Background: an optimization exercise with open tools, aiming at small area. Do not read the settings as production practice.
Only simulation tests tie the RTL to the original design; equivalence was not proved.
The clock port is modelled as an ideal driver; clocking choices that lean on that would not hold on a real chip.
Power figures rest on the tool's default switching activity, not on a simulated workload.

Setup of the reference run:
==> flow/design.v <==
package btb_pkg;
  localparam logic [1:0] CTR_SNT   = 2'b00;
  localparam logic [1:0] CTR_WNT   = 2'b01;
  localparam logic [1:0] CTR_WT    = 2'b10;
  localparam logic [1:0] CTR_ST    = 2'b11;
  localparam logic [1:0] CTR_RESET = CTR_WNT;
  localparam logic [1:0] CTR_ALLOC = CTR_WT;
  function automatic logic [31:0] pc_idx(input logic [31:0] pc, input int idx_w);
    logic [31:0] mask;
    mask = (32'd1 << idx_w) - 32'd1;
    pc_idx = (pc >> 2) & mask;
  endfunction
  function automatic logic [31:0] pc_tag(input logic [31:0] pc, input int idx_w);
    pc_tag = pc >> (idx_w + 2);
  endfunction
endpackage
module sat_ctr2
(
  input  logic [1:0] ctr,
  input  logic       taken,
  output logic [1:0] ctr_nxt
);
  always_comb begin
    ctr_nxt = ctr;
    if (taken) begin
      if (ctr != btb_pkg::CTR_ST) ctr_nxt = ctr + 2'd1;
    end else begin
      if (ctr != btb_pkg::CTR_SNT) ctr_nxt = ctr - 2'd1;
    end
  end
endmodule
module btb_predictor (
  input  logic        gated_clock_PC,
  input  logic        rst,
  input  logic [31:0] fetch_pc,
  output logic        pred_taken,
  output logic [31:0] pred_target,
  input  logic        upd_valid,
  input  logic [31:0] upd_pc,
  input  logic        upd_taken,
  input  logic [31:0] upd_target,
  input  logic        upd_mispredict,
  input  logic        btb_clear,
  output logic [15:0] mispred_cnt
);
  localparam int ENTRIES = 32;
  localparam int TAG_W   = 25;
  logic [ENTRIES-1:0]            valid_q;
  logic [ENTRIES-1:0][TAG_W-1:0] tag_q;
  logic [ENTRIES-1:0][31:0]      target_q;
  logic [ENTRIES-1:0][1:0]       ctr_q;
  logic [15:0]                   mispred_cnt_q;
  logic [4:0]       f_idx, u_idx;
  logic [TAG_W-1:0] f_tag, u_tag;
  assign f_idx = fetch_pc[6:2];
  assign f_tag = fetch_pc[31:7];
  assign u_idx = upd_pc[6:2];
  assign u_tag = upd_pc[31:7];
  logic [ENTRIES-1:0] f_sel, f_sel_g, u_sel;
  logic [7:0]         f_lo_n;
  logic [3:0]         f_hi_n;
  assign f_lo_n = ~(8'd1 << f_idx[2:0]);
  assign f_hi_n = ~(4'd1 << f_idx[4:3]);
  for (genvar i = 0; i < ENTRIES; i++) begin : g_fdec
    btb_nor2 u_sel_t (.a(f_hi_n[i/8]), .b(f_lo_n[i%8]), .o(f_sel[i]));
    btb_nor2 u_sel_g (.a(f_hi_n[i/8]), .b(f_lo_n[i%8]), .o(f_sel_g[i]));
  end
  assign u_sel = 32'd1 << u_idx;
  logic [TAG_W-1:0][ENTRIES-1:0] tag_col;
  logic [31:0][ENTRIES-1:0]      target_col;
  logic [1:0][ENTRIES-1:0]       ctr_col;
  for (genvar i = 0; i < ENTRIES; i++) begin : g_col
    for (genvar b = 0; b < TAG_W; b++) begin : g_t
      assign tag_col[b][i] = tag_q[i][b];
    end
    for (genvar b = 0; b < 32; b++) begin : g_g
      assign target_col[b][i] = target_q[i][b];
    end
    for (genvar b = 0; b < 2; b++) begin : g_c
      assign ctr_col[b][i] = ctr_q[i][b];
    end
  end
  logic             f_v, u_v, f_c1, f_hit, u_hit;
  logic [TAG_W-1:0] f_t, u_t;
  logic [1:0]       u_c;
  btb_rd32 u_rd_fv  (.s(f_sel), .d(valid_q),    .o(f_v));
  btb_rd32 u_rd_fc  (.s(f_sel), .d(ctr_col[1]), .o(f_c1));
  btb_rd32 u_rd_uv  (.s(u_sel), .d(valid_q),    .o(u_v));
  for (genvar b = 0; b < TAG_W; b++) begin : g_rd_tag
    btb_rd32 u_rd_ft (.s(f_sel), .d(tag_col[b]), .o(f_t[b]));
    btb_rd32 u_rd_ut (.s(u_sel), .d(tag_col[b]), .o(u_t[b]));
  end
  for (genvar b = 0; b < 2; b++) begin : g_rd_ctr
    btb_rd32 u_rd_uc (.s(u_sel), .d(ctr_col[b]), .o(u_c[b]));
  end
  assign f_hit      = f_v & (f_t == f_tag);
  assign u_hit      = u_v & (u_t == u_tag);
  assign pred_taken = f_hit & f_c1;
  for (genvar b = 0; b < 32; b++) begin : g_rd_tgt
    btb_rd32_gated u_rd_tg (.s(f_sel_g), .d(target_col[b]), .h(f_hit), .o(pred_target[b]));
  end
  assign mispred_cnt = mispred_cnt_q;
  logic [1:0] ctr_sat, ctr_new;
  sat_ctr2 u_sat_ctr2 (
    .ctr    (u_c),
    .taken  (upd_taken),
    .ctr_nxt(ctr_sat)
  );
  assign ctr_new = u_hit ? ctr_sat : btb_pkg::CTR_ALLOC;
  logic wr_t, wr_c;
  assign wr_t = upd_valid & ~btb_clear & upd_taken;
  assign wr_c = upd_valid & ~btb_clear & (upd_taken | u_hit);
  always_ff @(posedge gated_clock_PC or posedge rst) begin
    if (rst) begin
      valid_q       <= '0;
      mispred_cnt_q <= '0;
    end else begin
      if (upd_valid && upd_mispredict && (mispred_cnt_q != 16'hFFFF))
        mispred_cnt_q <= mispred_cnt_q + 16'd1;
      if (btb_clear)
        valid_q <= '0;
      else if (wr_t)
        valid_q[u_idx] <= 1'b1;
    end
  end
  logic [ENTRIES-1:0] we_t, we_c, nwe_t, nwe_c;
  assign we_t  = u_sel & {ENTRIES{wr_t}};
  assign we_c  = u_sel & {ENTRIES{wr_c}};
  assign nwe_t = ~we_t;
  assign nwe_c = ~we_c;
  logic [ENTRIES-1:0][TAG_W-1:0] tag_d;
  logic [ENTRIES-1:0][31:0]      target_d;
  logic [ENTRIES-1:0][1:0]       ctr_d;
  for (genvar i = 0; i < ENTRIES; i++) begin : g_ent
    for (genvar b = 0; b < TAG_W; b++) begin : g_tag
      btb_hold u_hold (.we(we_t[i]), .nwe(nwe_t[i]), .d(u_tag[b]), .q(tag_q[i][b]), .o(tag_d[i][b]));
    end
    for (genvar b = 0; b < 32; b++) begin : g_tgt
      btb_hold u_hold (.we(we_t[i]), .nwe(nwe_t[i]), .d(upd_target[b]), .q(target_q[i][b]), .o(target_d[i][b]));
    end
    for (genvar b = 0; b < 2; b++) begin : g_ctr
      btb_hold u_hold (.we(we_c[i]), .nwe(nwe_c[i]), .d(ctr_new[b]), .q(ctr_q[i][b]), .o(ctr_d[i][b]));
    end
  end
  always_ff @(posedge gated_clock_PC) begin
    tag_q    <= tag_d;
    target_q <= target_d;
    ctr_q    <= ctr_d;
  end
endmodule
module btb_rd32 (
  input  logic [31:0] s,
  input  logic [31:0] d,
  output logic        o
);
  logic [10:0] n;
  logic [2:0]  m;
  for (genvar g = 0; g < 10; g++) begin : g_aoi
    btb_aoi222 u_aoi (.a0(s[3*g]), .b0(d[3*g]), .a1(s[3*g+1]), .b1(d[3*g+1]),
                      .a2(s[3*g+2]), .b2(d[3*g+2]), .o(n[g]));
  end
  btb_aoi22 u_aoi_l (.a0(s[30]), .b0(d[30]), .a1(s[31]), .b1(d[31]), .o(n[10]));
  btb_nand4 u_nd0 (.a(n[0]), .b(n[1]), .c(n[2]),  .d(n[3]), .o(m[0]));
  btb_nand4 u_nd1 (.a(n[4]), .b(n[5]), .c(n[6]),  .d(n[7]), .o(m[1]));
  btb_nand3 u_nd2 (.a(n[8]), .b(n[9]), .c(n[10]), .o(m[2]));
  btb_or3   u_or  (.a(m[0]), .b(m[1]), .c(m[2]), .o(o));
endmodule
module btb_rd32_gated (
  input  logic [31:0] s,
  input  logic [31:0] d,
  input  logic        h,
  output logic        o
);
  logic [10:0] n;
  logic [2:0]  m;
  for (genvar g = 0; g < 10; g++) begin : g_aoi
    btb_aoi222 u_aoi (.a0(s[3*g]), .b0(d[3*g]), .a1(s[3*g+1]), .b1(d[3*g+1]),
                      .a2(s[3*g+2]), .b2(d[3*g+2]), .o(n[g]));
  end
  btb_aoi22 u_aoi_l (.a0(s[30]), .b0(d[30]), .a1(s[31]), .b1(d[31]), .o(n[10]));
  btb_nand4 u_nd0 (.a(n[0]), .b(n[1]), .c(n[2]),  .d(n[3]), .o(m[0]));
  btb_nand4 u_nd1 (.a(n[4]), .b(n[5]), .c(n[6]),  .d(n[7]), .o(m[1]));
  btb_nand3 u_nd2 (.a(n[8]), .b(n[9]), .c(n[10]), .o(m[2]));
  btb_oa31  u_oa  (.a(m[0]), .b(m[1]), .c(m[2]), .h(h), .o(o));
endmodule
module btb_aoi222 (
  input  logic a0, b0, a1, b1, a2, b2,
  output logic o
);
  assign o = ~((a0 & b0) | (a1 & b1) | (a2 & b2));
endmodule
module btb_aoi22 (
  input  logic a0, b0, a1, b1,
  output logic o
);
  assign o = ~((a0 & b0) | (a1 & b1));
endmodule
module btb_nor2 (
  input  logic a, b,
  output logic o
);
  assign o = ~(a | b);
endmodule
module btb_nand4 (
  input  logic a, b, c, d,
  output logic o
);
  assign o = ~(a & b & c & d);
endmodule
module btb_nand3 (
  input  logic a, b, c,
  output logic o
);
  assign o = ~(a & b & c);
endmodule
module btb_or3 (
  input  logic a, b, c,
  output logic o
);
  assign o = a | b | c;
endmodule
module btb_oa31 (
  input  logic a, b, c, h,
  output logic o
);
  assign o = (a | b | c) & h;
endmodule
module btb_hold (
  input  logic we,
  input  logic nwe,
  input  logic d,
  input  logic q,
  output logic o
);
  assign o = (d & we) | (q & nwe);
endmodule
Settings: LEC_CHECK=0, CAP_MARGIN=20, CORE_MARGIN=2, CORE_UTILIZATION=60, PLACE_DENSITY=0.7, SETUP_SLACK_MARGIN=0.2, SLEW_MARGIN=20, SYNTH_HIERARCHICAL=1; clock period 10.0 ns.
standard.sh (not shown) runs the stock make flow with config.mk's settings and CLKGATE_MAP_FILE= SYNTH_SCRIPT=/design/flow/synth_recipe.tcl, a recipe that flattens the netlist after the stock synthesis.
==> flow/flow/run.sh <==
#!/bin/bash
# Own layout flow: the standard ORFS flow (standard.sh), with plain buffers on
# the ports, a clock tree of clkbuf_8 without dummy loads, and an area-recovery
# pass (downsizing off the critical paths) after CTS. Every tool's output stays
# in the ORFS logs under orfs/logs; make's own output goes to flow_make.log here.
set -euo pipefail
here=$(pwd)
bash standard.sh \
  "BUFFER_PORTS_ARGS=-buffer_cell sky130_fd_sc_hd__buf_1" \
  "CTS_ARGS=-sink_clustering_enable -repair_clock_nets -buf_list sky130_fd_sc_hd__clkbuf_8 -sink_clustering_size 17 -sink_clustering_max_diameter 70 -dont_use_dummy_load" \
  "POST_CTS_TCL=$here/flow/post_cts.tcl" \
  finish > "$here/flow_make.log" 2>&1
==> flow/flow/post_cts.tcl <==
foreach inst [[ord::get_db_block] getInsts] {
  if {[[$inst getMaster] getName] eq "sky130_fd_sc_hd__a22oi_2"} {
    replace_cell [get_cells [$inst getName]] sky130_fd_sc_hd__a22oi_1
  }
}
estimate_parasitics -placement
log_cmd repair_timing -recover_power 100 -setup_margin 0.3 -verbose
log_cmd detailed_placement
check_placement -verbose
> inputs changed (the reference run -> the trial run)
--- a/flow/design.v
+++ b/flow/design.v
@@ -56,14 +56,13 @@
   assign f_tag = fetch_pc[31:7];
   assign u_idx = upd_pc[6:2];
   assign u_tag = upd_pc[31:7];
-  logic [ENTRIES-1:0] f_sel, f_sel_g, u_sel;
+  logic [ENTRIES-1:0] f_sel, u_sel;
   logic [7:0]         f_lo_n;
   logic [3:0]         f_hi_n;
   assign f_lo_n = ~(8'd1 << f_idx[2:0]);
   assign f_hi_n = ~(4'd1 << f_idx[4:3]);
   for (genvar i = 0; i < ENTRIES; i++) begin : g_fdec
     btb_nor2 u_sel_t (.a(f_hi_n[i/8]), .b(f_lo_n[i%8]), .o(f_sel[i]));
-    btb_nor2 u_sel_g (.a(f_hi_n[i/8]), .b(f_lo_n[i%8]), .o(f_sel_g[i]));
   end
   assign u_sel = 32'd1 << u_idx;
   logic [TAG_W-1:0][ENTRIES-1:0] tag_col;
@@ -97,7 +96,7 @@
   assign u_hit      = u_v & (u_t == u_tag);
   assign pred_taken = f_hit & f_c1;
   for (genvar b = 0; b < 32; b++) begin : g_rd_tgt
-    btb_rd32_gated u_rd_tg (.s(f_sel_g), .d(target_col[b]), .h(f_hit), .o(pred_target[b]));
+    btb_rd32_gated u_rd_tg (.s(f_sel), .d(target_col[b]), .h(f_hit), .o(pred_target[b]));
   end
   assign mispred_cnt = mispred_cnt_q;
   logic [1:0] ctr_sat, ctr_new;
### Flow results
- The trial run: all stages complete, timing, DRC and antenna checks passed
- From the reference run to the trial run the numbers moved as follows: combinational power roughly the same, final critical-path required period grew by 0.38 ns.
- Between the trial run and the reference run, routing usage on met3 is lower for the reference run, the trial run comes in above that.
- Clock network fraction of total power on the trial run is up relative to the reference run.
- Sort the trial run and the reference run by utilization desc -> top: the trial run
- Taking the reference run as the reference, in the trial run final instance area saw an increase, placeable core region flat, final cell count flat, total detailed-routing wirelength now sits higher.
- Delta(post-route clock period utilization, the trial run - the reference run) > 0
- Compared the reference run against the trial run; sequential group power within noise.

## port drivers added, routing unchanged
In the flow no input, the clock included, has a driving cell. The finished layouts below were timed again as built, in two steps. Step 1 (the two cells are an assumption about what drives the block):
set clk [get_ports {gated_clock_PC}]
set_driving_cell -lib_cell sky130_fd_sc_hd__clkbuf_16 $clk
set_driving_cell -lib_cell sky130_fd_sc_hd__buf_2 [delete_from_list [all_inputs] $clk]
Step 2 adds t to the input delays and takes it off the output delays; t is the mean of the earliest and latest rising clock arrival at the registers after step 1. Input paths then give back, and output paths get back, about the clock's delay inside the block. Slacks: ideal / step 1 / step 2; pairs: ideal / step 1.
run	shift t [ns]	setup slack, ns	worst setup path after step 2	slew at the worst register clock pin (ns)
the reference run	0.943	0.728 / 0.553 / 0.553	input to output	0.11 / 0.11
the trial run	0.949	0.347 / 0.208 / 0.208	input to output	0.12 / 0.12
After both steps setup and hold are still met in every run listed. The setup slack of the reference run, which loses most, moves by -0.175 ns with the drivers and by -0.175 ns with both steps.
